Background: an optimization exercise with open tools, aiming at small area and a short achievable clock period. Do not read the settings as production practice. Only simulation tests tie the RTL to the original design; equivalence was not proved. No activity file was given, so power comes from the tool's default toggle rates. The flow treats the clock pin as an ideal source, which a real chip does not have.

### flow/config.mk
export PLATFORM = sky130hd
export DESIGN_NAME = strawman_rx_fsm
export DESIGN_NICKNAME = strawman_rx_fsm
export VERILOG_FILES = /design/flow/design.v
export SDC_FILE = /design/flow/constraint.sdc
export NUM_CORES = 4
export LEC_CHECK = 0
export CAP_MARGIN = 20
export CORE_MARGIN = 2
export CORE_UTILIZATION = 40
export SETUP_SLACK_MARGIN = 2.8
export SLEW_MARGIN = 20
### flow/flow/run.sh
#!/bin/bash
cp standard.sh standard.sh.txt
export BUFFER_PORTS_ARGS="-buffer_cell sky130_fd_sc_hd__buf_2"
export CTS_ARGS="-sink_clustering_enable -repair_clock_nets -sink_clustering_size 30 -sink_clustering_max_diameter 120 -dont_use_dummy_load"
bash standard.sh > standard.log 2>&1
### flow/standard.sh
#!/bin/bash
# synth_recipe.tcl (not shown) runs the flow's synth.tcl, then flattens the netlist and writes it again
# the make line also repeats each setting of config.mk as NAME=value (left out here)
make -C /OpenROAD-flow-scripts/flow DESIGN_CONFIG=/design/flow/config.mk WORK_HOME=/design/flow/orfs CLKGATE_MAP_FILE= SYNTH_SCRIPT=/design/flow/synth_recipe.tcl "${@:-finish}"
### flow/constraint.sdc
create_clock -name core_clock -period 5.0 [get_ports {clk}]
set_input_delay 1.0000 -clock core_clock [delete_from_list [all_inputs] [get_ports {clk}]]
set_output_delay 1.0000 -clock core_clock [all_outputs]
set_load 0.01 [all_outputs]
### flow/design.v
module strawman_rx_fsm #(
  parameter int DATA_LINE_WIDTH = 40,
  parameter int WORD_SIZE       = 32,
  parameter int TIMEOUT_CYCLES  = 64
) (
  input  logic                       clk,
  input  logic                       rst,
  input  logic [DATA_LINE_WIDTH-1:0] i_flit,
  input  logic                       i_flit_valid,
  output logic [1075:0]              o_protocol_bus,
  output logic                       o_valid,
  input  logic                       i_ready,
  output logic                       o_err,
  output logic                       o_overflow,
  output logic                       o_busy
);
  if (DATA_LINE_WIDTH != 40 || WORD_SIZE != 32 || TIMEOUT_CYCLES < 1) begin : g_bad_cfg
    $error("strawman_rx_fsm: unsupported parameter set");
  end
  logic r_ex, r_dat, r_done, r_busy;
  logic r_valid, r_err, r_ovf;
  logic        rx_mode;
  logic [2:0]  rx_cmd, rx_len;
  logic        rx_azero;           
  logic [31:0] rx_addr;
  logic [5:0]  rx_f1, rx_f2;
  logic [1023:0] rx_data;
  logic [4:0]  r_cnt;
  logic        ob_mode;
  logic [2:0]  ob_cmd, ob_len;
  logic [31:0] ob_addr;
  logic [5:0]  ob_f1, ob_f2;
  logic [1023:0] ob_data;
  logic w_hdr, w_bad, w_good, w_last, w_dwe, w_exwe, w_load, w_hold;
  logic [2:0] h_cmd, h_len;
  logic h_mode;
  assign h_mode = i_flit[0];
  assign h_cmd  = i_flit[4:2];
  assign h_len  = i_flit[7:5];
  assign w_hdr  = !r_busy && i_flit_valid && i_flit[1];
  assign w_bad  = h_cmd > 3'd2 || h_len > 3'd5;
  assign w_good = w_hdr && !w_bad;
  assign w_last = r_cnt == 5'((6'd1 << rx_len) - 6'd1);
  assign w_dwe  = r_dat && i_flit_valid;
  assign w_exwe = r_ex && i_flit_valid;
  assign w_load = r_done && (!r_valid || i_ready);
  assign w_hold = r_valid && !i_ready;
  always_ff @(posedge clk) begin
    if (rst) begin
      r_ex    <= 1'b0;
      r_dat   <= 1'b0;
      r_done  <= 1'b0;
      r_busy  <= 1'b0;
      r_valid <= 1'b0;
      r_err   <= 1'b0;
      r_ovf   <= 1'b0;
    end else begin
      r_ex    <= w_good ? (h_mode && h_cmd != 3'd2) : (r_ex && !i_flit_valid);
      r_dat   <= w_good ? (h_cmd != 3'd0 && !(h_mode && h_cmd != 3'd2)) :
                 w_exwe ? (rx_cmd != 3'd0) : (r_dat && !(i_flit_valid && w_last));
      r_done  <= w_good ? (!h_mode && h_cmd == 3'd0) :
                 (w_exwe && rx_cmd == 3'd0) || (w_dwe && w_last);
      r_busy  <= w_good || (r_busy && !r_done);
      r_valid <= w_load || w_hold;
      r_err   <= w_hdr && w_bad;
      if (r_done && !w_load) r_ovf <= 1'b1;
    end
  end
  always_ff @(posedge clk) begin
    if (w_good) begin
      rx_mode  <= h_mode;
      rx_cmd   <= h_cmd;
      rx_len   <= h_len;
      rx_azero <= h_mode || h_cmd == 3'd2;
      rx_f1    <= i_flit[13:8];
      rx_f2    <= i_flit[19:14];
      rx_addr  <= i_flit[39:8];
      r_cnt    <= 5'd0;
    end else begin
      if (w_exwe) begin
        rx_addr  <= i_flit[31:0];
        rx_azero <= 1'b0;
      end
      if (w_dwe) r_cnt <= r_cnt + 5'd1;
    end
  end
  for (genvar k = 0; k < 32; k++) begin : g_word
    logic w_sel, w_we;
    assign w_sel = r_dat && r_cnt == 5'(k);
    assign w_we  = w_sel && i_flit_valid;
    always_ff @(posedge clk)
      rx_data[32*k +: 32] <= (i_flit[31:0] & {32{w_we}}) | (rx_data[32*k +: 32] & {32{r_dat}});
  end
  always_ff @(posedge clk) begin
    ob_mode <= (rx_mode & w_load) | (ob_mode & w_hold);
    ob_cmd  <= (rx_cmd & {3{w_load}}) | (ob_cmd & {3{w_hold}});
    ob_len  <= (rx_len & {3{w_load}}) | (ob_len & {3{w_hold}});
    ob_addr <= (rx_addr & {32{w_load && !rx_azero}}) | (ob_addr & {32{w_hold}});
    ob_f1   <= (rx_f1 & {6{w_load && rx_mode}}) | (ob_f1 & {6{w_hold}});
    ob_f2   <= (rx_f2 & {6{w_load && rx_mode}}) | (ob_f2 & {6{w_hold}});
    ob_data <= (rx_data & {1024{w_load}}) | (ob_data & {1024{w_hold}});
  end
  assign o_protocol_bus = {ob_f2, ob_f1, ob_data, ob_addr, ob_len, ob_cmd, 1'b1, ob_mode};
  assign o_valid    = r_valid;
  assign o_err      = r_err;
  assign o_overflow = r_ovf;
  assign o_busy     = r_busy;
endmodule
==> reports/results.tsv, run 1 <==
metric	value	unit
WP depth	1	
setup violators final	0	
Layout area overhead	29.9	%
register area share after synthesis	66.1	%
initial antenna violation count	11	
grt ovf	0	
Synthesized Nets	5133	
Antenna Nets Post-Route	0	
largest area contributor in the netlist	dfxtp_1	
Critical Path Source	r_valid	
clock tree buffer depth	3	
top post-synthesis cells by area	dfxtp_1 (64%), a22o_1 (28%), edfxtp_1 (2.4%), clkbuf_1 (1.6%), buf_2 (1.5%)	
Hold Path Origin	rx_addr[6]	
WL final	252000	µm
H-tree depth	3	
worst r2r src	r_dat	
Fillers	13800	
Flop pwr share	65.9	%
DRT iter0 DRCs	4281	
LEAKAGE	35.2	nW
GRT Overall Usage	28.1	%
via count	48800	
WS Path Type	register to output pin	
final net count	6126	
commonest non-fill, non-tap cell in the layout	a22o_1	
Min-Delay Path Class	register to register	
delay-heaviest family, CP	flip-flops	
area occupied by multi-input gates	0.0199	mm²
clock skew	97.5	ps
Max stage delay on crit path	410	ps
CTS buffer count	83	
crit path DAT	1260	ps
crit path launch type	register	
crit path capture type	output pin	
Die ar.	0.169	mm²
Clock Tree Root	clkbuf_16	
wire length of the first global-routing pass	349000	µm
Yosys cell types	52	
register bit total from synthesis	2163	
Reg2Reg Depth	3	
critical path peak fanout	2	
Clock Sinks	2163	
commonest non-fill, non-tap cells in the layout	a22o_1 (2,098), buf_6 (1,087), dfxtp_2 (1,044)	
met1 Use GR	36.2	%
Top Usage Layer GRT	met2	
placer congestion estimate	0.809	
clock-pin slew on the worst setup and hold paths	110	ps
Synth Instances	5082	
FF-to-FF End	rx_data[325]	
TritonCTS clock tree	yes	
part of the power in the clock network	31.3	%
Syn Std Cell Area	0.0663	mm²
worst vdd rail ir drop	0.000307	V
Pwr Total	0.0263	W
Setup crit end	o_valid	
worst-path cell chain	buf_6	
unrepaired setup endpoints after global routing	true	
die height	411	µm
post-synth top area share	63.8	%
Site Rows	149	
Via density	5.91	
DP HPWL	142000	µm
Die X	411	µm
Slowest-stage cell, CP	dfxtp_4	
Yosys Warn Count	1	
slew margin rel.	15.5	%
sw frac	22.4	%
drt pass-1 iters	5	
final setup TNS	0	ps
endpoints failing hold	0	
share of post-route cells with drive strength above 1	44.8	%
internal power	0.0204	W
post-synthesis async set-or-reset flop share	0	%
Top FF cell, synth	dfxtp_1	
Max Fclk	0.443	GHz
vias in the first global route	45700	
Slew @ Worst Pin	1270	ps
CORE AREA	0.165	mm²
final routed DRC violation total	0	
sequential standard cell area	0.0453	mm²
status	no timing/DRC/antenna violations	
flop-to-flop setup slack	2830	ps
max cap viols	0	
number of flops mapped to enable cells by yosys	52	
Final period util	45.2	%
I/O pin total	1124	
largest net degree at the start of global routing	210	
Psw	0.00588	W
Port Buffers	1122	
Initial Util	40.2	%
Critical Path RT	4000	ps
met2 Use GR	44.8	%
Wirelength per Cell	30.4	µm
met3 Usage GRT	7.81	%
pwr/cell area	305	mW/mm²
Buf/Inv on CP	1	
Max Slew Vio Count	0	
Mapped Avg Cell Area	13.0	µm²
combinational group share of total power	2.8	%
worst skew pair latency	720	ps
min Tclk post-route	2260	ps
## flip-flops by register name, indices dropped and copies added (netlist names), 3 cells and up
register,cells
rx_addr,32
ob_cmd,3
rx_f1,6
rx_data,1024
ob_addr,32
ob_f2,6
ob_f1,6
rx_f2,6
ob_len,3
ob_data,1024
r_cnt,5
rx_cmd,3
rx_len,3
## what timing repair did
action | 4_1_cts | 5_1_grt
hold endpoints to repair | 0 | 0
setup endpoints to repair | 2968 | 1647
resized for setup | 2717 | 40
hold buffers | 0 | 0
setup buffers | 228 | 56
pin swaps | 14 | 0
gates cloned | 16 | 4
## worst min path at each step
stage	slack, ps	cells after the start	to
floorplan	430	1	ob_mode
global placement	430	1	ob_mode
detailed placement	440	1	ob_mode
CTS	420	1	ob_data[360]
global route	440	1	ob_data[228]
finish	420	1	ob_addr[6]
## synth_stat cells, types with 4 or more instances
cell / number
buf_4: 86
nand2_1: 96
buf_1: 30
edfxtp_1: 52
xor2_1: 4
buf_2: 198
inv_1: 5
nand3_2: 5
ha_1: 7
a22o_1: 2098
nor2_2: 18
and3_1: 5
dfxtp_1: 2111
clkbuf_1: 285
a21oi_1: 4
and2_1: 4
xnor2_1: 4
nor2_1: 21
## power by group through the flow
| stage | sequential, W | clock, W | combinational [W] |
|---|---|---|---|
| floorplan | 0.0177 | 0 | 0.000307 |
| global placement | 0.0177 | 0 | 0.000679 |
| detailed placement | 0.0177 | 0 | 0.000683 |
| CTS | 0.0173 | 0.00832 | 0.000717 |
| global route | 0.0173 | 0.00893 | 0.000736 |
| finish | 0.0173 | 0.00823 | 0.000731 |
## per-stage QoR
stage               hold slack, ps  std cells  instance area [µm²]  worst slack [ps]  util, %
global route                   438       8264                86100              2690     52.3
finish                         419       8265                86100              2740     52.3
CTS                            421       8201                85400              2680     51.8
detailed placement             438       7874                72800              1700     44.2
global placement               428       7872                72800              1720     44.2
floorplan                      428       5082                66300              2560        -
## final cells by class
type	instances	area share [%]
inverters	6	0.0261
flip-flops and latches	2163	52.6
clock buffers	83	2.41
diodes	3	0.00872
multi-input cells	2322	23.1
well taps	2189	3.18
repair buffers	1499	18.7
## worst reg2reg max path, stage by stage, from the launching register on
cell	delay, ps
dfxtp_4	500
buf_4	320
buf_12	480
a22o_1	740
## metal layers
layer,up-vias,wire length [µm]
met4,0,10500
met1,25200,103000
met2,2080,116000
met5,-,0
met3,366,22500
li1,21100,-
## kinds of logic (layout without fill, tap and decap cells)
kind of cell	after synthesis	count (layout)	share of synthesized area, %
adders and majority gates	7	7	0.132
muxes	1	1	0.0151
and+or+nand+nor	176	185	1.31
AOI/OAI and AO/OA	2120	2120	28.0
other	1	4	0.00566
DFF	2163	2163	66.1
buffers and inverters	606	1588	4.30
xor gates and xnor gates	8	8	0.106
==> run 2, diff against run 1 <==
--- a/flow/config.mk
+++ b/flow/config.mk
@@ -8,5 +8,5 @@
 export CAP_MARGIN = 20
 export CORE_MARGIN = 2
-export CORE_UTILIZATION = 40
-export SETUP_SLACK_MARGIN = 2.8
+export CORE_UTILIZATION = 50
+export SETUP_SLACK_MARGIN = 2.6
 export SLEW_MARGIN = 20
==> run 2 against run 1 <==
Effect of this change:
- still clean on timing, DRC and antenna
- sequential power about the same
- synthesized cell count unchanged
- clock skew fell by 33 ps
- area after synthesis unchanged
- via count shrank 3.4%
- sequential share of layout area rose by 6.1 points
- critical path type is now register to register
==> reports/results.tsv, run 2 <==
metric	value	unit	change
number of flops mapped to enable cells by yosys	52		unchanged
CORE AREA	0.131	mm²	-20%
final net count	5862		-4.3%
final setup TNS	0	ps	unchanged
worst vdd rail ir drop	0.000254	V	-17%
Via density	6.23		+5.5%
flop-to-flop setup slack	2570	ps	-260 ps
largest area contributor in the netlist	dfxtp_1		
Critical Path Source	r_cnt[2]		
CTS buffer count	82		-1.2%
clock skew	64.8	ps	-32.7 ps
Yosys cell types	52		unchanged
Antenna Nets Post-Route	0		unchanged
final routed DRC violation total	0		unchanged
Port Buffers	1122		unchanged
Mapped Avg Cell Area	13.0	µm²	unchanged
Buf/Inv on CP	0		-1
Initial Util	50.4	%	+10 points
I/O pin total	1124		unchanged
commonest non-fill, non-tap cell in the layout	a22o_1		
crit path DAT	3100	ps	+1840 ps
clock-pin slew on the worst setup and hold paths	120	ps	about the same
Pwr Total	0.0262	W	-0.30%
Die ar.	0.135	mm²	-20%
Synthesized Nets	5133		unchanged
Die X	368	µm	-10%
placer congestion estimate	0.856		+5.8%
combinational group share of total power	2.6	%	-0.2 points
max cap viols	0		unchanged
pwr/cell area	351	mW/mm²	+15%
Site Rows	133		-11%
cell with the most instances after synthesis	dfxtp_1		
post-synth top area share	63.8	%	unchanged
wire length of the first global-routing pass	339000	µm	-2.7%
WP depth	3		+2
Min-Delay Path Class	register to register		
commonest non-fill, non-tap cells in the layout	a22o_1 (2,098), dfxtp_1 (2,095), buf_2 (1,111)		
TritonCTS clock tree	yes		
largest net degree at the start of global routing	228		+8.6%
Reg2Reg Depth	3		unchanged
Final Instance Area	0.0747	mm²	-13%
DP HPWL	152000	µm	+7.4%
min Tclk post-route	2430	ps	+171 ps
die height	368	µm	-10%
endpoints failing hold	0		unchanged
part of the power in the clock network	31.2	%	about the same
Clock Sinks	2163		unchanged
LEAKAGE	32.4	nW	-7.9%
Slew @ Worst Pin	1350	ps	+83.9 ps
Psw	0.00581	W	-1.2%
Area after DPL	0.0723	mm²	-0.77%
share of post-route cells with drive strength above 1	23.9	%	-21 points
DRT iter0 DRCs	5127		+20%
Syn Std Cell Area	0.0663	mm²	unchanged
Post-synth top cells	dfxtp_1 (2,111), a22o_1 (2,098), clkbuf_1 (285), buf_2 (198), nand2_1 (96)		
Yosys Warn Count	1		unchanged
Flop pwr share	66.2	%	+0.3 points
setup violators final	0		unchanged
H-tree depth	3		unchanged
unrepaired setup endpoints after global routing	true		
status	no timing/DRC/antenna violations		
WS Path Type	register to register		
largest registers	ob_data: 1024 flops, rx_data: 1024 flops		
setup ws final	2570	ps	-171 ps
Layout area overhead	12.7	%	
Critical Path RT	5670	ps	+1670 ps
top post-synthesis cells by area	dfxtp_1 (64%), a22o_1 (28%), edfxtp_1 (2.4%), clkbuf_1 (1.6%), buf_2 (1.5%)		
Final period util	48.6	%	+3.4 points
worst-path cell chain	nand2b_1 > nor2_4 > a22o_1		
slew margin rel.	9.94	%	-5.6 points
GRT Overall Usage	34.4	%	+6.3 points
initial antenna violation count	18		+7
Setup crit end	rx_data[702]		
WL final	244000	µm	-2.8%
Top FF cell, synth	dfxtp_1		
worst skew pair latency	750	ps	+30 ps
crit path capture type	register		
vias in the first global route	42700		-6.7%
via count	47200		-3.4%
Synth Instances	5082		unchanged
drt pass-1 iters	5		unchanged
Max Slew Vio Count	0		unchanged
register area share after synthesis	66.1	%	unchanged
FF-to-FF End	rx_data[702]		
Slowest-stage cell, CP	nor2_4		
delay-heaviest family, CP	simple AND/OR/NAND/NOR gates		
critical path peak fanout	32		+30
internal power	0.0204	W	about the same
Setup WS pre-CTS	1550	ps	-150 ps
post-synthesis async set-or-reset flop share	0	%	unchanged
sw frac	22.2	%	-0.20 points
Clock Tree Root	clkbuf_16		
crit path launch type	register		
worst r2r src	r_cnt[2]		
Max stage delay on crit path	930	ps	+520 ps
Wirelength per Cell	32.3	µm	+6.1%
clock tree buffer depth	3		unchanged
register bit total from synthesis	2163		unchanged
Max Fclk	0.412	GHz	-7.0%
grt ovf	0		unchanged
-- run 2: cell counts after synthesis --
Identical to the previous run, type by type.
-- run 2: metal layers --
layer | GRT usage, % | up-vias | part of all wire (%)
met2 | 52.7 | 2042 | 45
met3 | 8.85 | 361 | 8.4
met5 | 0 | - | 0.012
met1 | 45.2 | 24100 | 41
li1 | - | 20700 | -
met4 | 16.6 | 4 | 5.6
-- run 2: worst reg2reg max path, stage by stage (launching register included) --
cell,delay (ps)
dfxtp_1,690
nand2b_1,470
nor2_4,930
a22o_1,280
-- run 2: cells by family (layout without fill, tap and decap cells) --
logic type      count (synthesis)  count (layout)  share of synthesized area, %
compound gates               2120            2120                          28.0
xor+xnor                        8               8                         0.106
fa+ha+maj                       7               7                         0.132
buf+inv                       606            1330                          4.30
flops                        2163            2163                          66.1
mux                             1               1                        0.0151
other cells                     1               4                       0.00566
simple gates                  176             179                          1.31
-- run 2: power by group through the flow --
| stage | Combinational [W] | Clock, W | Sequential [W] |
|---|---|---|---|
| after floorplan | 0.000307 | 0 | 0.0177 |
| after global placement | 0.000639 | 0 | 0.0177 |
| after detailed placement | 0.000638 | 0 | 0.0177 |
| after CTS | 0.000656 | 0.00826 | 0.0173 |
| after global routing | 0.000685 | 0.00884 | 0.0174 |
| final | 0.000675 | 0.00817 | 0.0173 |
-- run 2: metrics by stage --
stage / hold WS, ps / cells / utilization (%)
after floorplan: 428 / 5082 / -
after global placement: 439 / 7452 / 55.0
after detailed placement: 443 / 7453 / 55.0
after CTS: 392 / 7549 / 56.7
after global routing: 408 / 7566 / 56.8
final: 391 / 7567 / 56.8
-- run 2: cell type report --
type / instances / area, µm²
inverter: 6 / 22.5
antenna: 3 / 7.51
fill: 11100 / 56700
clock buffer: 82 / 2050
multi-input combinational: 2316 / 19800
timing repair buffer: 1242 / 6830
tap: 1755 / 2200
sequential: 2163 / 43800
-- run 2: what timing repair did --
action | 4_1_cts | 5_1_grt
hold buffers | 0 | 0
cloned | 3 | 0
endpoints found under the setup margin | 1028 | 383
pin swaps | 6 | 2
buffers inserted | 11 | 15
gates resized for setup | 25 | 10
-- run 2: worst min-delay path by stage --
stage / from / to / slack (ps) / cells past startpoint
6_report: rx_data[863] / ob_data[863] / 390 / 1
5_1_grt: rx_data[863] / ob_data[863] / 410 / 1
4_1_cts: rx_data[863] / ob_data[863] / 390 / 1
3_5_place_dp: rx_addr[18] / ob_addr[18] / 440 / 1
3_3_place_gp: rx_f1[4] / ob_f1[4] / 440 / 1
2_1_floorplan: ob_mode / ob_mode / 430 / 1
==> run 3, diff against run 2 <==
==> flow/flow/run.sh (replaced) <==
#!/bin/bash
cp standard.sh standard.sh.txt
export BUFFER_PORTS_ARGS="-buffer_cell sky130_fd_sc_hd__buf_2"
export CTS_ARGS="-sink_clustering_enable -repair_clock_nets -sink_clustering_size 24 -sink_clustering_max_diameter 90 -dont_use_dummy_load"
bash standard.sh > standard.log 2>&1
--- a/flow/config.mk
+++ b/flow/config.mk
@@ -8,5 +8,5 @@
 export CAP_MARGIN = 20
 export CORE_MARGIN = 2
-export CORE_UTILIZATION = 50
+export CORE_UTILIZATION = 40
 export SETUP_SLACK_MARGIN = 2.6
 export SLEW_MARGIN = 20
==> run 3 against run 2 <==
Effect of this change:
- still clean
- global-route usage is 7.2 points lower
- final cell count grew 6.1%
- non-clock buffer count increased by 3
- count of clock-buffer cells in the layout increased by 21
- power up 3.3%
- die area grew 25%
- area after synthesis stayed put
- first-iteration DRC count decreased by 7.1%
- sequential share of layout area shrank 1.2 points
- sequential power about the same
- routed wire length shrank 0.81%
- critical path type unchanged
- critical endpoint is now ob_data[608]
==> reports/results.tsv, run 3 <==
metric	value	unit	change
post-synthesis async set-or-reset flop share	0	%	unchanged
clock-pin slew on the worst setup and hold paths	90	ps	-30 ps
Yosys Warn Count	1		unchanged
Yosys cell types	52		unchanged
final net count	5892		+0.51%
critical path peak fanout	101		+220%
clock tree buffer depth	3		unchanged
unrepaired setup endpoints after global routing	true		
internal power	0.0211	W	+3.4%
TritonCTS clock tree	yes		
Flop pwr share	64.1	%	-2.1 points
Final Instance Area	0.0762	mm²	+2.0%
CORE AREA	0.165	mm²	+25%
setup violators final	0		unchanged
Setup WS pre-CTS	1700	ps	+150 ps
min Tclk post-route	2380	ps	-50.8 ps
DP HPWL	142000	µm	-6.9%
Mapped Avg Cell Area	13.0	µm²	unchanged
initial antenna violation count	7		-11
sw frac	22.1	%	-0.067 points
DR WL met2	109000	µm	-0.76%
worst skew pair latency	750	ps	about the same
Initial Util	40.2	%	-10 points
Syn Std Cell Area	0.0663	mm²	unchanged
Final period util	47.6	%	-1.0 points
I/O pin total	1124		unchanged
clock skew	116	ps	+50.7 ps
top post-synthesis cells by area	dfxtp_1 (64%), a22o_1 (28%), edfxtp_1 (2.4%), clkbuf_1 (1.6%), buf_2 (1.5%)		
final routed DRC violation total	0		unchanged
top sig layer	met4		
Port Buffers	1122		unchanged
largest registers	ob_data: 1024 flops, rx_data: 1024 flops		
status	no timing/DRC/antenna violations		
cell with the most instances after synthesis	dfxtp_1		
Clock Tree Root	clkbuf_16		
register area share after synthesis	66.1	%	unchanged
post-synth top area share	63.8	%	unchanged
part of the power in the clock network	33.3	%	+2.1 points
Max Fclk	0.420	GHz	+2.1%
die height	411	µm	+12%
endpoints failing hold	0		unchanged
placer congestion estimate	0.809		-5.5%
Slew @ Worst Pin	1300	ps	-51.8 ps
setup ws final	2620	ps	+50.8 ps
Max Slew Vio Count	0		unchanged
Die X	411	µm	+12%
Psw	0.00598	W	+3.0%
Critical Path RT	5630	ps	-40 ps
GRT Overall Usage	27.2	%	-7.2 points
drt pass-1 iters	5		unchanged
vias in the first global route	43300		+1.5%
grt ovf	0		unchanged
Clock Sinks	2163		unchanged
commonest non-fill, non-tap cell in the layout	dfxtp_1		
H-tree depth	3		unchanged
Layout area overhead	15.0	%	
share of post-route cells with drive strength above 1	24.1	%	+0.27 points
Top FF cell, synth	dfxtp_1		
via count	47200		+0.095%
WL final	242000	µm	-0.81%
Die ar.	0.169	mm²	+25%
routed wl met3	21000	µm	+2.4%
final setup TNS	0	ps	unchanged
CTS buffer count	103		+26%
largest area contributor in the netlist	dfxtp_1		
crit path launch type	register		
Wirelength per Cell	30.2	µm	-6.5%
Post-synth top cells	dfxtp_1 (2,111), a22o_1 (2,098), clkbuf_1 (285), buf_2 (198), nand2_1 (96)		
register bit total from synthesis	2163		unchanged
Synthesized Nets	5133		unchanged
crit path DAT	3010	ps	-90 ps
Antenna Nets Post-Route	0		unchanged
largest net degree at the start of global routing	210		-7.9%
Min-Delay Path Class	register to register		
WS Path Type	register to register		
commonest non-fill, non-tap cells in the layout	dfxtp_1 (2,106), a22o_1 (2,098), buf_2 (1,086)		
pwr/cell area	355	mW/mm²	+1.3%
number of flops mapped to enable cells by yosys	52		unchanged
Via density	5.88		-5.7%
wire length of the first global-routing pass	336000	µm	-0.99%
LEAKAGE	32.8	nW	+1.1%
Synth Instances	5082		unchanged
Site Rows	149		+12%
max cap viols	0		unchanged
Area after DPL	0.0728	mm²	+0.78%
M1 WL	101000	µm	+0.84%
crit path capture type	register		
worst vdd rail ir drop	0.000364	V	+43%
combinational group share of total power	2.6	%	about the same
slew margin rel.	13.4	%	+3.5 points
DRT iter0 DRCs	4765		-7.1%
==> run 3: cell counts after synthesis <==
Identical to the previous run, type by type.
==> run 3: cell type report <==
cell class,count,area (µm²)
tap,2189,2740
clock buffer,103,2580
antenna,1,2.50
sequential,2163,43800
fill,14900,88600
inverter,6,22.5
timing repair buffer,1245,7200
multi-input combinational,2322,19800
==> run 3: worst paths after layout <==
path / cells past startpoint / from / slack (ps) / to
worst min register to register: 1 / rx_data[23] / 390 / ob_data[23]
worst min-delay path: 1 / rx_data[23] / 390 / ob_data[23]
worst max register to register: 5 / r_valid / 2620 / ob_data[608]
worst max-delay path: 5 / r_valid / 2620 / ob_data[608]
==> run 3: kinds of logic (layout without fill, tap and decap cells) <==
| logic type | Yosys count | in the layout | share of synthesized area, % |
|---|---|---|---|
| AO/OA/AOI/OAI | 2120 | 2120 | 28.0 |
| XOR/XNOR | 8 | 8 | 0.106 |
| adder cells (fa/ha/maj) | 7 | 7 | 0.132 |
| buffers and inverters | 606 | 1354 | 4.30 |
| flip-flops | 2163 | 2163 | 66.1 |
| multiplexers | 1 | 1 | 0.0151 |
| other | 1 | 2 | 0.00566 |
| AND/OR/NAND/NOR | 176 | 185 | 1.31 |
==> run 3: metal layers <==
| layer | track usage, % | vias up |
|---|---|---|
| met5 | 0 | - |
| met4 | 11.2 | 0 |
| met3 | 7.15 | 335 |
| met2 | 42.3 | 1975 |
| met1 | 35.7 | 24200 |
| li1 | - | 20700 |
==> run 3: stage by stage <==
step / util (%) / total power [W] / cells / hold WS (ps)
final: 46.2 / 0.0271 / 8029 / 390
after global routing: 46.2 / 0.0278 / 8028 / 405
after CTS: 46.2 / 0.0272 / 8017 / 391
after detailed placement: 44.2 / 0.0184 / 7874 / 438
after global placement: 44.2 / 0.0184 / 7872 / 428
after floorplan: - / 0.0180 / 5082 / 428
==> run 3: power groups by stage <==
stage | logic, W | clock network [W] | registers (W)
after floorplan | 0.000307 | 0 | 0.0177
after global placement | 0.000679 | 0 | 0.0177
after detailed placement | 0.000683 | 0 | 0.0177
after CTS | 0.000699 | 0.00914 | 0.0173
after global routing | 0.000719 | 0.00974 | 0.0173
final | 0.000706 | 0.00901 | 0.0173
==> run 3: critical path: stages (launching register included) <==
cell,delay (ps)
dfxtp_4,400
nor2b_4,290
buf_16,350
buf_12,350
buf_16,380
a22o_1,230
==> run 3: timing repair <==
item,CTS,global route
setup endpoints to repair,1415,230
gates cloned,12,0
hold endpoints to repair,0,0
gates resized for setup,40,9
buffers inserted,28,10
pin swaps,16,1
hold buffers,0,0
==> run 4, diff against run 3 <==
==> flow/flow/run.sh (replaced) <==
#!/bin/bash
cp standard.sh standard.sh.txt
export BUFFER_PORTS_ARGS="-buffer_cell sky130_fd_sc_hd__buf_2"
export CTS_ARGS="-sink_clustering_enable -repair_clock_nets -sink_clustering_size 24 -sink_clustering_max_diameter 90 -dont_use_dummy_load"
bash standard.sh MATCH_CELL_FOOTPRINT=0 finish > standard.log 2>&1
--- a/flow/config.mk
+++ b/flow/config.mk
@@ -9,4 +9,4 @@
 export CORE_MARGIN = 2
 export CORE_UTILIZATION = 40
-export SETUP_SLACK_MARGIN = 2.6
+export SETUP_SLACK_MARGIN = 2.7
 export SLEW_MARGIN = 20
==> run 4 against run 3 <==
Effect of this change:
- still clean on timing, DRC and antenna
- via count is 1.2% higher
- register-to-register slack better by 30 ps
- power is essentially flat
- critical endpoint is now ob_data[868]
- synthesized cell count unchanged
- sequential share of layout area is 2.0 points lower
- final cell count increased by 0.73%
- critical path type unchanged
- utilization up 2.7 points
==> reports/results.tsv, run 4 <==
metric	value	unit	change
DP HPWL	142000	µm	unchanged
Post-synth top cells	dfxtp_1 (2,111), a22o_1 (2,098), clkbuf_1 (285), buf_2 (198), nand2_1 (96)		
Yosys Warn Count	1		unchanged
Flop pwr share	64.0	%	about the same
commonest non-fill, non-tap cells in the layout	a22o_1 (2,098), dfxtp_1 (1,398), dfxtp_2 (702)		
initial antenna violation count	10		+3
status	no timing/DRC/antenna violations		
Psw	0.00599	W	+0.23%
WHS	385	ps	-4.59 ps
min Tclk post-route	2350	ps	-26.3 ps
Clock Sinks	2163		unchanged
CORE AREA	0.165	mm²	unchanged
internal power	0.0211	W	about the same
Top FF cell, synth	dfxtp_1		
Final period util	47.1	%	-0.53 points
Post-CTS Hold Buffers	0		unchanged
share of post-route cells with drive strength above 1	36.9	%	+13 points
clock tree buffer depth	3		unchanged
Fillers	14500		-2.8%
Port Buffers	1122		unchanged
setup violators final	0		unchanged
drt pass-1 iters	5		unchanged
critical path peak fanout	172		+70%
post-synth top area share	63.8	%	unchanged
Die ar.	0.169	mm²	unchanged
wire length of the first global-routing pass	342000	µm	+1.8%
endpoints failing hold	0		unchanged
crit path capture type	register		
worst hold path stage count	1		unchanged
Antenna Nets Post-Route	0		unchanged
Max Slew Vio Count	0		unchanged
GRT Overall Usage	27.6	%	+0.44 points
die height	411	µm	unchanged
Mapped Avg Cell Area	13.0	µm²	unchanged
pwr/cell area	336	mW/mm²	-5.4%
register area share after synthesis	66.1	%	unchanged
grt ovf	0		unchanged
register bit total from synthesis	2163		unchanged
Clock Tree Root	clkbuf_16		
FF-to-FF End	ob_data[868]		
Via density	5.91		+0.42%
Die X	411	µm	unchanged
final routed DRC violation total	0		unchanged
Hold Path Origin	rx_data[456]		
final setup TNS	0	ps	unchanged
Yosys cell types	52		unchanged
crit path launch type	register		
final net count	5947		+0.93%
TritonCTS clock tree	yes		
Wirelength per Cell	30.4	µm	+0.75%
vias in the first global route	44500		+2.7%
Synthesized Nets	5133		unchanged
WS Path Type	register to register		
combinational group share of total power	2.7	%	about the same
WL final	246000	µm	+1.5%
placer congestion estimate	0.809		unchanged
sw frac	22.1	%	+0.045 points
clock-pin slew on the worst setup and hold paths	90	ps	about the same
largest area contributor in the netlist	dfxtp_1		
Min-Delay Path Class	register to register		
I/O pin total	1124		unchanged
Critical Path RT	5700	ps	+70 ps
worst skew pair latency	740	ps	about the same
top post-synthesis cells by area	dfxtp_1 (64%), a22o_1 (28%), edfxtp_1 (2.4%), clkbuf_1 (1.6%), buf_2 (1.5%)		
largest net degree at the start of global routing	210		unchanged
Site Rows	149		unchanged
hold path endpoint	ob_data[456]		
Max Fclk	0.425	GHz	+1.1%
Syn Std Cell Area	0.0663	mm²	unchanged
unrepaired setup endpoints after global routing	true		
max cap viols	0		unchanged
Synth Instances	5082		unchanged
Reg2Reg Depth	4		-1
Layout area overhead	21.6	%	
flop-to-flop setup slack	2650	ps	+30 ps
LEAKAGE	33.7	nW	+2.8%
via count	47800		+1.2%
H-tree depth	3		unchanged
commonest non-fill, non-tap cell in the layout	a22o_1		
Slew @ Worst Pin	1260	ps	-42.0 ps
Post-Route Utilization	48.9	%	+2.7 points
crit path DAT	3050	ps	+40 ps
post-synthesis async set-or-reset flop share	0	%	unchanged
worst r2r src	r_valid		
slew margin rel.	16.2	%	+2.8 points
cell with the most instances after synthesis	dfxtp_1		
CTS buffer count	103		unchanged
Initial Util	40.2	%	unchanged
number of flops mapped to enable cells by yosys	52		unchanged
largest registers	ob_data: 1024 flops, rx_data: 1024 flops		
worst vdd rail ir drop	0.000369	V	+1.3%
part of the power in the clock network	33.3	%	about the same
DRT iter0 DRCs	4581		-3.9%
clock skew	112	ps	-3.07 ps
run 4: layout make-up:
cell class	count	area [µm²]	share of cell area (%)
Antenna cell	5	12.5	0.0155
Clock buffer	103	2580	3.20
Sequential cell	2163	44700	55.5
Tap cell	2189	2740	3.40
Multi-Input combinational cell	2322	19800	24.6
Timing Repair Buffer	1300	10700	13.2
Inverter	6	22.5	0.0279
run 4: timing repair:
action                                  4_1_cts  5_1_grt
resized for setup                          1626       49
endpoints found under the setup margin     2366      401
buffers inserted                             84        5
gates cloned                                 15        1
pin swaps                                    16        0
run 4: per-stage QoR:
step	setup WS (ps)	cell area (µm²)	total power (W)	std cells
finish	2650	80600	0.0271	8088
global route	2670	80600	0.0278	8084
CTS	2660	80400	0.0272	8076
detailed placement	1700	72800	0.0184	7874
global placement	1720	72800	0.0184	7872
floorplan	2560	66300	0.0180	5082
run 4: worst max path at each step:
stage          depth (start not counted)      start            to  slack, ps
2_1_floorplan                          6  i_flit[6]    rx_addr[0]       2560
3_3_place_gp                           6    i_ready  ob_data[548]       1720
3_5_place_dp                           6    i_ready  ob_data[543]       1700
4_1_cts                                1    r_valid       o_valid       2660
5_1_grt                                1    r_valid       o_valid       2670
6_report                               4    r_valid  ob_data[868]       2650
run 4: worst max-delay path: stages (launching register included):
cell and delay [ps]:
dfxtp_4 400, nor2b_4 290, buf_16 350, buf_12 470, a22o_1 290
run 4: kinds of logic after synthesis:
| kind of cell | share of synthesized area [%] |
|---|---|
| buffers and inverters | 4.30 |
| AND/OR/NAND/NOR | 1.31 |
| AO/OA/AOI/OAI | 28.0 |
| multiplexers | 0.0151 |
| other | 0.00566 |
| adder cells (fa/ha/maj) | 0.132 |
| flip-flops | 66.1 |
| XOR/XNOR | 0.106 |
run 4: power by group through the flow:
stage / combinational, W / clock, W / sequential (W)
6_report: 0.000720 / 0.00901 / 0.0173
3_5_place_dp: 0.000683 / 0 / 0.0177
5_1_grt: 0.000730 / 0.00974 / 0.0173
3_3_place_gp: 0.000679 / 0 / 0.0177
4_1_cts: 0.000705 / 0.00914 / 0.0173
2_1_floorplan: 0.000307 / 0 / 0.0177
run 4: per-layer routing:
layer  global-route usage (%)  routed length, µm
met4                     11.2              10900
met5                        0                  9
met3                     7.65              22300
met1                     35.7             101000
met2                     43.5             112000
==> run 5, diff against run 4 <==
==> flow/flow/run.sh (replaced) <==
#!/bin/bash
cp standard.sh standard.sh.txt
export BUFFER_PORTS_ARGS="-buffer_cell sky130_fd_sc_hd__buf_2"
export CTS_ARGS="-sink_clustering_enable -repair_clock_nets -sink_clustering_size 30 -sink_clustering_max_diameter 120 -dont_use_dummy_load"
bash standard.sh MATCH_CELL_FOOTPRINT=0 finish > standard.log 2>&1
--- a/flow/config.mk
+++ b/flow/config.mk
@@ -9,4 +9,4 @@
 export CORE_MARGIN = 2
 export CORE_UTILIZATION = 40
-export SETUP_SLACK_MARGIN = 2.7
+export SETUP_SLACK_MARGIN = 2.85
 export SLEW_MARGIN = 20
==> run 5 against run 4 <==
Effect of this change:
- still clean on timing, DRC and antenna
- area after synthesis did not move
- setup slack improved by 67 ps
- combinational power rose by 0.7%
- register-to-register slack improved by 180 ps
- first-iteration DRC count rose by 5.7%
- power fell by 3.0%
- non-clock buffer count rose by 183
- global-route usage rose by 0.52 points
- synthesized cell count did not move
- die area did not move
- sequential power barely moved
==> reports/results.tsv, run 5 <==
metric	value	unit	change
Max stage delay on crit path	360	ps	-110 ps
grt ovf	0		unchanged
largest registers	ob_data: 1024 flops, rx_data: 1024 flops		
slew margin rel.	20.9	%	+4.7 points
Yosys Warn Count	1		unchanged
Top FF cell, synth	dfxtp_1		
Reg2Reg Depth	8		+4
share of post-route cells with drive strength above 1	44.8	%	+7.9 points
min Tclk post-route	2290	ps	-67.1 ps
largest area contributor in the netlist	dfxtp_1		
Synth Instances	5082		unchanged
clock-pin slew on the worst setup and hold paths	110	ps	+20 ps
Clock Sinks	2163		unchanged
drt pass-1 iters	5		unchanged
final net count	6110		+2.7%
Max Fclk	0.438	GHz	+2.9%
cell with the most instances after synthesis	dfxtp_1		
DP HPWL	142000	µm	about the same
Post-synth top cells	dfxtp_1 (2,111), a22o_1 (2,098), clkbuf_1 (285), buf_2 (198), nand2_1 (96)		
Post-Route Utilization	52.2	%	+3.3 points
critical path peak fanout	2		-99%
wire length of the first global-routing pass	350000	µm	+2.5%
max cap viols	0		unchanged
post-synth top area share	63.8	%	unchanged
Site Rows	149		unchanged
Final period util	45.7	%	-1.3 points
Wirelength per Cell	30.7	µm	+0.98%
largest net degree at the start of global routing	166		-21%
commonest non-fill, non-tap cells in the layout	a22o_1 (2,098), buf_6 (1,093), dfxtp_2 (1,032)		
Initial Util	40.2	%	unchanged
Post-CTS Hold Buffers	0		unchanged
DRT iter0 DRCs	4842		+5.7%
Fillers	13800		-4.8%
Slowest-stage cell, CP	dfxtp_2		
worst-path cell chain	buf_6		
Max Slew Vio Count	0		unchanged
register bit total from synthesis	2163		unchanged
WL final	253000	µm	+3.0%
crit path launch type	register		
vias in the first global route	45800		+3.1%
Buf/Inv on CP	1		-1
register area share after synthesis	66.1	%	unchanged
endpoints failing hold	0		unchanged
Port Buffers	1122		unchanged
setup violators final	0		unchanged
Die X	411	µm	unchanged
Yosys cell types	52		unchanged
final routed DRC violation total	0		unchanged
Hold Path Origin	rx_data[839]		
number of flops mapped to enable cells by yosys	52		unchanged
Antenna Nets Post-Route	0		unchanged
top post-synthesis cells by area	dfxtp_1 (64%), a22o_1 (28%), edfxtp_1 (2.4%), clkbuf_1 (1.6%), buf_2 (1.5%)		
LEAKAGE	35.0	nW	+4.1%
final setup TNS	0	ps	unchanged
die height	411	µm	unchanged
CTS buffer count	82		-20%
pwr/cell area	305	mW/mm²	-9.1%
flop-to-flop setup slack	2830	ps	+180 ps
TritonCTS clock tree	yes		
Critical Path RT	4000	ps	-1700 ps
worst hold path stage count	1		unchanged
crit path DAT	1290	ps	-1760 ps
Slew @ Worst Pin	1190	ps	-70.3 ps
Synthesized Nets	5133		unchanged
FF-to-FF End	ob_data[402]		
Die ar.	0.169	mm²	unchanged
Clock Tree Root	clkbuf_16		
via count	48800		+2.2%
clock skew	87.6	ps	-24.9 ps
clock tree buffer depth	3		unchanged
unrepaired setup endpoints after global routing	true		
Syn Std Cell Area	0.0663	mm²	unchanged
GRT Overall Usage	28.1	%	+0.52 points
hold path endpoint	ob_data[839]		
CORE AREA	0.165	mm²	unchanged
Layout area overhead	29.7	%	
Via density	5.92		+0.17%
H-tree depth	3		unchanged
worst skew pair latency	760	ps	+20 ps
I/O pin total	1124		unchanged
status	no timing/DRC/antenna violations		
Min-Delay Path Class	register to register		
placer congestion estimate	0.810		about the same
WS Path Type	register to output pin		
worst vdd rail ir drop	0.000243	V	-34%
Mapped Avg Cell Area	13.0	µm²	unchanged
post-synthesis async set-or-reset flop share	0	%	unchanged
worst r2r src	r_valid		
crit path capture type	output pin		
delay-heaviest family, CP	flip-flops		
initial antenna violation count	7		-3
commonest non-fill, non-tap cell in the layout	a22o_1		
-- run 5: timing repair --
action | in CTS | in global routing
gates cloned | 15 | 6
hold endpoints to repair | 0 | 0
gates resized for setup | 2801 | 76
pin swaps | 11 | 6
setup buffers | 197 | 69
setup endpoints to repair | 2975 | 2465
-- run 5: how the worst max path moves through the flow --
| stage | from | end | slack (ps) | depth (start not counted) |
|---|---|---|---|---|
| after global placement | i_flit_valid | rx_data[16] | 1780 | 5 |
| final | ob_addr[9] | o_protocol_bus[17] | 2710 | 1 |
| after detailed placement | i_flit_valid | rx_data[16] | 1780 | 5 |
| after floorplan | i_flit[6] | rx_addr[0] | 2560 | 6 |
| after global routing | ob_addr[9] | o_protocol_bus[17] | 2680 | 1 |
| after CTS | r_dat | rx_data[140] | 2460 | 4 |
-- run 5: logic make-up after synthesis --
family / Yosys count / share of synthesized area, %
flip-flops: 2163 / 66.1
XOR/XNOR: 8 / 0.106
other: 1 / 0.00566
AND/OR/NAND/NOR: 176 / 1.31
buffers and inverters: 606 / 4.30
AO/OA/AOI/OAI: 2120 / 28.0
adder cells (fa/ha/maj): 7 / 0.132
multiplexers: 1 / 0.0151
-- run 5: report_power, final --
group | leakage [nW] | internal, W | switching [W]
Sequential | 18.0 | 0.0173 | 0.0000310
Clock | 1.01 | 0.00298 | 0.00523
Combinational | 16.0 | 0.0000982 | 0.000627
Total | 35.0 | 0.0204 | 0.00589
-- run 5: area by class of cell --
class	count	area, µm²	share of cell area (%)
sequential	2163	45300	52.7
multi-input combinational	2323	19900	23.1
timing repair buffer	1483	16000	18.6
tap	2189	2740	3.19
clock buffer	82	2050	2.39
inverter	6	22.5	0.0262
antenna	4	10.0	0.0116
-- run 5: worst reg2reg max path, delay by kind of cell (launching register included) --
family                 cells  cell delay (ps)
flip-flops                 1              390
AO/OA/AOI/OAI              1              230
buffers and inverters      5             1210
AND/OR/NAND/NOR            2              270
-- run 5: routing by layer --
| layer | GRT usage, % | up-vias | wire, µm |
|---|---|---|---|
| met2 | 45.1 | 2091 | 118000 |
| met5 | 0 | - | 0 |
| met3 | 7.20 | 368 | 22300 |
| met1 | 36.3 | 25300 | 103000 |
| li1 | - | 21100 | - |
| met4 | 10.7 | 0 | 10600 |
-- run 5: per-stage QoR --
step / cells / instance area (µm²) / power, W / worst slack [ps] / hold WS [ps]
CTS: 8171 / 85100 / 0.0263 / 2460 / 419
global route: 8247 / 86000 / 0.0269 / 2680 / 445
finish: 8250 / 86000 / 0.0262 / 2710 / 427
floorplan: 5082 / 66300 / 0.0180 / 2560 / 428
global placement: 7877 / 72800 / 0.0184 / 1780 / 438
detailed placement: 7877 / 72800 / 0.0184 / 1780 / 441
==> run 6, diff against run 5 <==
--- a/flow/config.mk
+++ b/flow/config.mk
@@ -8,5 +8,5 @@
 export CAP_MARGIN = 20
 export CORE_MARGIN = 2
-export CORE_UTILIZATION = 40
-export SETUP_SLACK_MARGIN = 2.85
+export CORE_UTILIZATION = 45
+export SETUP_SLACK_MARGIN = 2.7
 export SLEW_MARGIN = 20
==> run 6 against run 5 <==
Effect of this change:
- still clean
- clock skew fell by 28 ps
- utilization fell by 0.16 points
- cell area fell by 12%
- setup slack got worse by 13 ps
- critical endpoint is now ob_data[829]
- highest routed layer unchanged
==> reports/results.tsv, run 6 <==
metric	value	unit	change
Flop pwr share	66.3	%	+0.3 points
sequential standard cell area	0.0440	mm²	-2.9%
Port Buffers	1122		unchanged
clock tree buffer depth	3		unchanged
post-synth top area share	63.8	%	unchanged
WS Path Type	register to register		
Clock Sinks	2163		unchanged
Max Fclk	0.435	GHz	-0.59%
Slew @ Worst Pin	1160	ps	-23.1 ps
Critical Path RT	5660	ps	+1660 ps
commonest non-fill, non-tap cells in the layout	a22o_1 (2,098), dfxtp_1 (1,987), buf_2 (891)		
CTS buffer count	82		unchanged
Hold Path Origin	rx_data[443]		
sw frac	22.1	%	-0.38 points
commonest non-fill, non-tap cell in the layout	a22o_1		
Via density	6.10		+3.1%
Yosys cell types	52		unchanged
GRT Overall Usage	30.3	%	+2.2 points
Psw	0.00577	W	-2.0%
combinational group share of total power	2.6	%	-0.2 points
placer congestion estimate	0.827		+2.1%
largest area contributor in the netlist	dfxtp_1		
worst r2r src	r_done		
Final period util	46.0	%	+0.27 points
Die ar.	0.150	mm²	-11%
Syn Std Cell Area	0.0663	mm²	unchanged
Post-Synth Simple-Gate Area	1.31	%	unchanged
unrepaired setup endpoints after global routing	true		
xor/xnor share of the synthesized area	0.106	%	unchanged
Synth Instances	5082		unchanged
max cap viols	0		unchanged
largest family of logic cells by synthesized area	compound AO/OA/AOI/OAI gates		
clock skew	59.4	ps	-28.2 ps
WL final	241000	µm	-4.7%
Adder-Cell Fraction of Synth Area	0.132	%	unchanged
final routed DRC violation total	0		unchanged
largest net degree at the start of global routing	150		-9.6%
Critical Path Source	r_done		
grt ovf	0		unchanged
Yosys Warn Count	1		unchanged
top sig layer	met4		
Wirelength per Cell	31.2	µm	+1.6%
number of flops mapped to enable cells by yosys	52		unchanged
DP HPWL	145000	µm	+2.5%
drt pass-1 iters	7		+2
post-synthesis async set-or-reset flop share	0	%	unchanged
final net count	5866		-4.0%
DR WL met2	110000	µm	-6.4%
Antenna Nets Post-Route	0		unchanged
Fillers	12700		-8.0%
via count	47100		-3.4%
initial antenna violation count	13		+6
Layout area overhead	14.5	%	
crit path DAT	2960	ps	+1670 ps
die height	388	µm	-5.7%
worst skew pair latency	720	ps	-40 ps
status	no timing/DRC/antenna violations		
Initial Util	45.4	%	+5.2 points
top post-synthesis cells by area	dfxtp_1 (64%), a22o_1 (28%), edfxtp_1 (2.4%), clkbuf_1 (1.6%), buf_2 (1.5%)		
part of the power in the clock network	31.1	%	-0.2 points
DRT iter0 DRCs	4352		-10%
cell with the most instances after synthesis	dfxtp_1		
register area share after synthesis	66.1	%	unchanged
share of post-route cells with drive strength above 1	25.8	%	-19 points
Clock Tree Root	clkbuf_16		
Pwr Total	0.0262	W	-0.33%
Top FF cell, synth	dfxtp_1		
critical path peak fanout	119		+117
clock-pin slew on the worst setup and hold paths	120	ps	about the same
endpoints failing hold	0		unchanged
vias in the first global route	43100		-6.0%
area occupied by multi-input gates	0.0198	mm²	-0.63%
wire length of the first global-routing pass	336000	µm	-4.1%
worst vdd rail ir drop	0.000276	V	+14%
Min-Delay Path Class	register to register		
slew margin rel.	22.4	%	+1.5 points
Synthesized Nets	5133		unchanged
CORE AREA	0.146	mm²	-11%
routed wl met3	18300	µm	-18%
mux cell area share after synthesis	0.0151	%	unchanged
internal power	0.0204	W	+0.17%
Site Rows	140		-6.0%
crit path launch type	register		
Synth Area in Compound Gates	28.0	%	unchanged
LEAKAGE	32.5	nW	-7.3%
final setup TNS	0	ps	unchanged
Die X	388	µm	-5.7%
pwr/cell area	345	mW/mm²	+13%
M1 WL	101000	µm	-1.4%
min Tclk post-route	2300	ps	+13.5 ps
Post-synth top cells	dfxtp_1 (2,111), a22o_1 (2,098), clkbuf_1 (285), buf_2 (198), nand2_1 (96)		
setup violators final	0		unchanged
Max Slew Vio Count	0		unchanged
TritonCTS clock tree	yes		
crit path capture type	register		
I/O pin total	1124		unchanged
Mapped Avg Cell Area	13.0	µm²	unchanged
largest registers	ob_data: 1024 flops, rx_data: 1024 flops		
H-tree depth	3		unchanged
register bit total from synthesis	2163		unchanged
==> run 6: cells by family after synthesis <==
logic type / count (synthesis)
flops: 2163
buf+inv: 606
simple gates: 176
compound gates: 2120
xor+xnor: 8
other cells: 1
fa+ha+maj: 7
mux: 1
==> run 6: power groups by stage <==
stage	sequential [W]	clock [W]	combinational, W
after detailed placement	0.0177	0	0.000650
after floorplan	0.0177	0	0.000307
after global routing	0.0174	0.00880	0.000701
final	0.0173	0.00813	0.000690
after CTS	0.0173	0.00824	0.000674
after global placement	0.0177	0	0.000649
==> run 6: worst paths after layout <==
check | slack, ps | to | cells after the start
min | 440 | ob_data[443] | 1
max reg2reg | 2700 | ob_data[829] | 4
max | 2700 | ob_data[829] | 4
min reg2reg | 440 | ob_data[443] | 1
==> run 6: stage by stage <==
step / util, % / instance area [µm²] / hold WS (ps) / std cells / setup slack [ps]
5_1_grt: 52.0 / 75900 / 470 / 7731 / 2660
6_report: 52.0 / 75900 / 439 / 7733 / 2700
3_5_place_dp: 49.7 / 72500 / 442 / 7614 / 1570
3_3_place_gp: 49.7 / 72500 / 434 / 7612 / 1580
2_1_floorplan: - / 66300 / 428 / 5082 / 2560
4_1_cts: 51.8 / 75600 / 438 / 7722 / 2700
==> run 6: critical path: stages (launching register included) <==
cell       delay [ps]
dfxtp_1           600
nor2b_4           350
clkbuf_16         390
buf_12            450
a22o_1            240
==> run 6: routing by layer <==
layer	vias to the layer above	track usage, %
met5	-	0
met3	374	6.73
li1	20700	-
met4	0	13.1
met2	1891	47.8
met1	24200	40.0
==> run 6: what timing repair did <==
action	CTS	global route
gates resized for setup	402	57
pin swaps	6	1
setup buffers	20	6
hold buffers	0	0
endpoints found under the setup margin	2004	503
gates cloned	6	2
==> run 6: cell type report <==
| class | instances | area share [%] |
|---|---|---|
| flip-flops and latches | 2163 | 58.0 |
| multi-input cells | 2316 | 26.0 |
| repair buffers | 1246 | 10.1 |
| well taps | 1917 | 3.16 |
| clock buffers | 82 | 2.70 |
| inverters | 6 | 0.0297 |
| diodes | 3 | 0.00989 |
==> run 7, diff against run 6 <==
--- a/flow/config.mk
+++ b/flow/config.mk
@@ -9,4 +9,4 @@
 export CORE_MARGIN = 2
 export CORE_UTILIZATION = 45
-export SETUP_SLACK_MARGIN = 2.7
+export SETUP_SLACK_MARGIN = 2.75
 export SLEW_MARGIN = 20
==> run 7 against run 6 <==
Effect of this change:
- area after synthesis stayed put
- final cell count increased by 1.2%
- setup slack worse by 29 ps
- count of clock-buffer cells in the layout did not move
- routed wire length grew 1.1%
- sequential power about the same
- maximum frequency fell by 1.2%
- sequential share of layout area decreased by 2.5 points
- clock skew shrank 1.3 ps
- combinational power hardly changed
- synthesized cell count is the same
==> reports/results.tsv, run 7 <==
metric	value	unit	change
Min-Delay Path Class	register to register		
worst vdd rail ir drop	0.000275	V	-0.32%
register area share after synthesis	66.1	%	unchanged
placer congestion estimate	0.827		unchanged
Syn Std Cell Area	0.0663	mm²	unchanged
Max Fclk	0.430	GHz	-1.2%
drt pass-1 iters	5		-2
via count	47400		+0.59%
Initial Util	45.4	%	unchanged
Antenna Nets Post-Route	0		unchanged
commonest non-fill, non-tap cells in the layout	a22o_1 (2,098), dfxtp_1 (1,228), dfxtp_2 (870)		
Synth Instances	5082		unchanged
part of the power in the clock network	31.1	%	about the same
critical path peak fanout	115		-3.4%
Max stage delay on crit path	600	ps	about the same
die height	388	µm	unchanged
Yosys cell types	52		unchanged
number of flops mapped to enable cells by yosys	52		unchanged
wire length of the first global-routing pass	342000	µm	+1.9%
grt ovf	0		unchanged
WL final	244000	µm	+1.1%
vias in the first global route	44400		+3.1%
largest net degree at the start of global routing	150		unchanged
internal power	0.0204	W	about the same
Post-CTS Hold Buffers	0		unchanged
Port Buffers	1122		unchanged
post-synthesis async set-or-reset flop share	0	%	unchanged
combinational group share of total power	2.6	%	about the same
CORE AREA	0.146	mm²	unchanged
Die ar.	0.150	mm²	unchanged
final net count	5964		+1.7%
LEAKAGE	33.7	nW	+3.9%
status	no timing/DRC/antenna violations		
Clock Sinks	2163		unchanged
max cap viols	0		unchanged
commonest non-fill, non-tap cell in the layout	a22o_1		
final routed DRC violation total	0		unchanged
clock-pin slew on the worst setup and hold paths	120	ps	about the same
worst-path cell chain	nor2b_4 > clkbuf_16 > buf_12 > a22o_1		
top post-synthesis cells by area	dfxtp_1 (64%), a22o_1 (28%), edfxtp_1 (2.4%), clkbuf_1 (1.6%), buf_2 (1.5%)		
GRT Overall Usage	30.8	%	+0.51 points
DRT iter0 DRCs	4283		-1.6%
Max Slew Vio Count	0		unchanged
register bit total from synthesis	2163		unchanged
slew margin rel.	18.2	%	-4.2 points
Yosys Warn Count	1		unchanged
min Tclk post-route	2330	ps	+29.0 ps
H-tree depth	3		unchanged
Layout area overhead	22.3	%	
crit path capture type	register		
pwr/cell area	323	mW/mm²	-6.4%
Flop pwr share	66.2	%	about the same
TritonCTS clock tree	yes		
Psw	0.00578	W	+0.20%
placed insts	7614		unchanged
Clock Tree Root	clkbuf_16		
DP HPWL	145000	µm	unchanged
setup violators final	0		unchanged
Via density	6.06		-0.65%
largest area contributor in the netlist	dfxtp_1		
final non-filler cell total	7829		+1.2%
share of post-route cells with drive strength above 1	39.9	%	+14 points
crit path launch type	register		
Post-synth top cells	dfxtp_1 (2,111), a22o_1 (2,098), clkbuf_1 (285), buf_2 (198), nand2_1 (96)		
initial antenna violation count	12		-1
Wirelength per Cell	31.2	µm	-0.18%
CTS buffer count	82		unchanged
Slowest-stage cell, CP	dfxtp_1		
endpoints failing hold	0		unchanged
Critical Path RT	5620	ps	-40 ps
Site Rows	140		unchanged
Top FF cell, synth	dfxtp_1		
Synthesized Nets	5133		unchanged
delay-heaviest family, CP	buffers and inverters		
crit path DAT	2950	ps	about the same
cell with the most instances after synthesis	dfxtp_1		
clock skew	58.1	ps	-1.30 ps
post-synth top area share	63.8	%	unchanged
I/O pin total	1124		unchanged
unrepaired setup endpoints after global routing	true		
Slew @ Worst Pin	1230	ps	+63.2 ps
Mapped Avg Cell Area	13.0	µm²	unchanged
worst skew pair latency	720	ps	about the same
clock tree buffer depth	3		unchanged
Final period util	46.6	%	+0.58 points
final setup TNS	0	ps	unchanged
Buf/Inv on CP	2		unchanged
Die X	388	µm	unchanged
sw frac	22.1	%	+0.042 points
largest registers	ob_data: 1024 flops, rx_data: 1024 flops		
WS Path Type	register to register		
-- run 7: changes by cell type in the layout (fill, tap and decap cells not counted), moves of 7 or more --
cell | previous run | this run
clkbuf_4 | 27 | 0
dfxtp_4 | 6 | 13
dfxtp_2 | 118 | 870
dfxtp_1 | 1987 | 1228
buf_6 | 22 | 574
buf_2 | 891 | 342
buf_4 | 274 | 393
-- run 7: path summary, 6_finish.rpt --
path / to / slack, ps / from / depth (start not counted)
worst max-delay path: ob_data[454] / 2670 / r_done / 4
worst min-delay path: ob_data[416] / 440 / rx_data[416] / 1
worst max register to register: ob_data[454] / 2670 / r_done / 4
worst min register to register: ob_data[416] / 440 / rx_data[416] / 1
-- run 7: power groups by stage --
| stage | registers (W) | clock network (W) | logic (W) |
|---|---|---|---|
| finish | 0.0173 | 0.00814 | 0.000693 |
| global route | 0.0173 | 0.00881 | 0.000704 |
| floorplan | 0.0177 | 0 | 0.000307 |
| detailed placement | 0.0177 | 0 | 0.000650 |
| global placement | 0.0177 | 0 | 0.000649 |
| CTS | 0.0173 | 0.00824 | 0.000678 |
-- run 7: through the flow --
| stage | hold slack [ps] | instance area [µm²] | setup WS [ps] | util (%) | total power, W |
|---|---|---|---|---|---|
| after floorplan | 428 | 66300 | 2560 | - | 0.0180 |
| after global placement | 434 | 72500 | 1580 | 49.7 | 0.0184 |
| after detailed placement | 442 | 72500 | 1570 | 49.7 | 0.0184 |
| after CTS | 438 | 80900 | 2700 | 55.4 | 0.0263 |
| after global routing | 467 | 81100 | 2600 | 55.6 | 0.0269 |
| final | 438 | 81100 | 2670 | 55.6 | 0.0262 |
-- run 7: kinds of logic after synthesis --
family,Yosys count,synth area share (%)
AO/OA/AOI/OAI,2120,28.0
other,1,0.00566
buffers and inverters,606,4.30
adder cells (fa/ha/maj),7,0.132
XOR/XNOR,8,0.106
multiplexers,1,0.0151
flip-flops,2163,66.1
AND/OR/NAND/NOR,176,1.31
-- run 7: area by class of cell --
class                           instances  area (µm²)
Sequential cell                      2163       45000
Antenna cell                            1        2.50
Multi-Input combinational cell       2317       19800
Inverter                                6        22.5
Tap cell                             1917        2400
Clock buffer                           82        2050
Timing Repair Buffer                 1343       11900
Fill cell                           12200       64800
-- run 7: layer usage --
metal	wire length [µm]	up-vias	GRT usage, %
met5	0	-	0
met4	12100	0	14.0
met3	18100	374	7.05
met2	112000	1855	48.5
met1	102000	24400	40.3
li1	-	20800	-
-- run 7: what timing repair did --
| action | CTS | global route |
|---|---|---|
| gates resized for setup | 2133 | 51 |
| pin swaps | 6 | 2 |
| setup endpoints to repair | 2845 | 988 |
| buffers inserted | 116 | 7 |
| cloned | 8 | 1 |
==> run 8, diff against run 7 <==
--- a/flow/config.mk
+++ b/flow/config.mk
@@ -8,5 +8,5 @@
 export CAP_MARGIN = 20
 export CORE_MARGIN = 2
-export CORE_UTILIZATION = 45
-export SETUP_SLACK_MARGIN = 2.75
+export CORE_UTILIZATION = 40
+export SETUP_SLACK_MARGIN = 2.7
 export SLEW_MARGIN = 20
==> run 8 against run 7 <==
Effect of this change:
- setup slack better by 71 ps
- count of clock-buffer cells in the layout is 1 higher
- cell area is 3.8% lower
- still clean
- clock skew is 38 ps higher
- maximum frequency is 3.2% higher
- synthesized cell count stayed put
- sequential share of layout area is 1.4 points higher
- largest power group unchanged
- non-clock buffer count is 91 lower
- combinational power is 3.6% higher
==> reports/results.tsv, run 8 <==
metric	value	unit	change
status	no timing/DRC/antenna violations		
CORE AREA	0.165	mm²	+13%
Max Slew Vio Count	0		unchanged
top post-synthesis cells by area	dfxtp_1 (64%), a22o_1 (28%), edfxtp_1 (2.4%), clkbuf_1 (1.6%), buf_2 (1.5%)		
Min-Delay Path Class	register to register		
via count	47300		-0.17%
cell with the most instances after synthesis	dfxtp_1		
drt pass-1 iters	7		+2
Fillers	14800		+22%
CTS buffer count	83		+1.2%
crit path launch type	register		
Final period util	45.1	%	-1.4 points
endpoints failing hold	0		unchanged
Max stage delay on crit path	410	ps	-190 ps
Mapped Avg Cell Area	13.0	µm²	unchanged
wire length of the first global-routing pass	338000	µm	-1.2%
delay-heaviest family, CP	flip-flops		
I/O pin total	1124		unchanged
setup violators final	0		unchanged
clock-pin slew on the worst setup and hold paths	110	ps	about the same
top sig layer	met4		
Slew @ Worst Pin	1170	ps	-59.7 ps
WS Path Type	register to output pin		
worst skew pair latency	720	ps	about the same
WP depth	1		-3
register area share after synthesis	66.1	%	unchanged
Wirelength per Cell	30.4	µm	-2.4%
Yosys Warn Count	1		unchanged
H-tree depth	3		unchanged
crit path capture type	output pin		
post-synthesis async set-or-reset flop share	0	%	unchanged
flop-to-flop setup slack	2750	ps	+80 ps
slew margin rel.	22.2	%	+4.0 points
Yosys cell types	52		unchanged
Die X	411	µm	+6.0%
Top FF cell, synth	dfxtp_1		
largest area contributor in the netlist	dfxtp_1		
pwr/cell area	337	mW/mm²	+4.4%
die height	411	µm	+6.0%
max cap viols	0		unchanged
grt ovf	0		unchanged
final net count	5879		-1.4%
WHS	418	ps	-20.2 ps
LEAKAGE	32.9	nW	-2.6%
final routed DRC violation total	0		unchanged
clock tree buffer depth	3		unchanged
unrepaired setup endpoints after global routing	true		
M1 WL	100000	µm	-1.9%
Syn Std Cell Area	0.0663	mm²	unchanged
commonest non-fill, non-tap cell in the layout	a22o_1		
Clock Sinks	2163		unchanged
register bit total from synthesis	2163		unchanged
initial antenna violation count	9		-3
routed wl met3	22000	µm	+22%
min Tclk post-route	2260	ps	-71.1 ps
worst hold path stage count	1		unchanged
DR WL met2	111000	µm	-0.68%
Via density	5.90		-2.5%
TritonCTS clock tree	yes		
Initial Util	40.2	%	-5.2 points
clock skew	96.2	ps	+38.2 ps
commonest non-fill, non-tap cells in the layout	a22o_1 (2,098), dfxtp_1 (1,687), buf_2 (733)		
Synthesized Nets	5133		unchanged
WL final	244000	µm	about the same
crit path DAT	1260	ps	-1690 ps
largest net degree at the start of global routing	210		+40%
Buf/Inv on CP	1		-1
Synth Instances	5082		unchanged
Critical Path RT	4000	ps	-1620 ps
Port Buffers	1122		unchanged
Die ar.	0.169	mm²	+12%
vias in the first global route	43600		-1.8%
worst vdd rail ir drop	0.000310	V	+13%
largest registers	ob_data: 1024 flops, rx_data: 1024 flops		
critical path peak fanout	2		-98%
worst-path cell chain	buf_6		
share of post-route cells with drive strength above 1	31.2	%	-8.7 points
DP HPWL	142000	µm	-2.4%
placer congestion estimate	0.809		-2.1%
Reg2Reg Depth	5		+1
GRT Overall Usage	27.3	%	-3.5 points
Antenna Nets Post-Route	0		unchanged
Pwr Total	0.0263	W	+0.42%
DRT iter0 DRCs	4370		+2.0%
Max Fclk	0.443	GHz	+3.2%
Layout area overhead	17.6	%	
Slowest-stage cell, CP	dfxtp_4		
Post-synth top cells	dfxtp_1 (2,111), a22o_1 (2,098), clkbuf_1 (285), buf_2 (198), nand2_1 (96)		
Site Rows	149		+6.4%
Post-CTS Hold Buffers	0		unchanged
Clock Tree Root	clkbuf_16		
final setup TNS	0	ps	unchanged
number of flops mapped to enable cells by yosys	52		unchanged
post-synth top area share	63.8	%	unchanged
[run 8: cell count changes in the layout (fill, tap and decap cells not counted), sizes merged]
cell / delta
clkbuf: +2
nor2b: +1
buf: -92
or2: -1
diode: +2
nor2: +5
[run 8: cell type report]
class                      count  area, µm²  area share (%)
antenna                        3       7.51         0.00963
clock buffer                  83       2080            2.66
inverter                       6       22.5          0.0289
multi-input combinational   2322      19800            25.5
sequential                  2163      44400            56.9
tap                         2189       2740            3.51
timing repair buffer        1252       8900            11.4
[run 8: repair_timing]
item                       4_1_cts  5_1_grt
pin swaps                       14        1
setup buffers                   34        6
gates cloned                    15        2
setup endpoints to repair     2196      567
gates resized for setup        897      128
[run 8: final timing paths]
path,endpoint,startpoint
setup / recovery,o_valid,r_valid
hold reg to reg,ob_addr[6],rx_addr[6]
setup reg to reg,ob_addr[23],r_done
hold / removal,ob_addr[6],rx_addr[6]
[run 8: kinds of logic (layout without fill, tap and decap cells)]
logic type               after synthesis  count (layout)  share of synthesized area, %
AO/OA/AOI/OAI                       2120            2120                          28.0
flip-flops                          2163            2163                          66.1
other                                  1               4                       0.00566
AND/OR/NAND/NOR                      176             185                          1.31
multiplexers                           1               1                        0.0151
adder cells (fa/ha/maj)                7               7                         0.132
buffers and inverters                606            1341                          4.30
XOR/XNOR                               8               8                         0.106
[run 8: layer usage]
layer  up-vias  global-route usage (%)
met2      1998                    42.8
met4         0                    11.0
met3       373                    7.53
met1     24300                    35.5
li1      20600                       -
met5         -                       0
[run 8: per-stage QoR]
step	cell area [µm²]	utilization [%]	setup WS [ps]	instances
2_1_floorplan	66300	-	2560	5082
3_3_place_gp	72800	44.2	1720	7872
3_5_place_dp	72800	44.2	1700	7874
4_1_cts	77600	47.1	2680	8006
5_1_grt	78000	47.3	2680	8017
6_report	78000	47.3	2740	8018
[run 8: power by group]
part / total [W] / internal [W] / switching [W]
Clock: 0.00822 / 0.00301 / 0.00521
Sequential: 0.0173 / 0.0173 / 0.0000289
Combinational: 0.000718 / 0.0000989 / 0.000619
Total: 0.0263 / 0.0204 / 0.00586

re-timing with driven ports:
No port has a modelled driver above. Below, the same layouts with a new extraction and two added sets of constraints. Step 1: set_driving_cell puts a clkbuf_16 on clk and a buf_2 on each other input, an assumption about the parent block. Step 2 moves the port delays by t, midway between the first and last clock arrival at a register: inputs arrive t later, outputs are due t later. That takes back most of the time a late clock gives input paths. a / b / c = no drivers / after step 1 / after step 2; a / b = the first two.
run	t, ns	setup slack, ns	worst slew at a driven data input, ns
run 1	0.782	2.742 / 2.653 / 1.931	0.25
run 2	0.798	2.570 / 2.546 / 1.914	0.26
run 3	0.787	2.621 / 2.559 / 1.772	0.26
run 4	0.777	2.647 / 2.641 / 1.942	0.26
run 5	0.800	2.714 / 2.622 / 2.090	0.16
run 6	0.774	2.701 / 2.664 / 1.902	0.27
run 7	0.776	2.672 / 2.672 / 2.008	0.26
run 8	0.781	2.743 / 2.655 / 1.896	0.26
After both steps setup and hold are still met in every run listed. For run 3, which loses most, drivers alone change the setup slack by -0.062 ns; drivers and shift together by -0.849 ns.
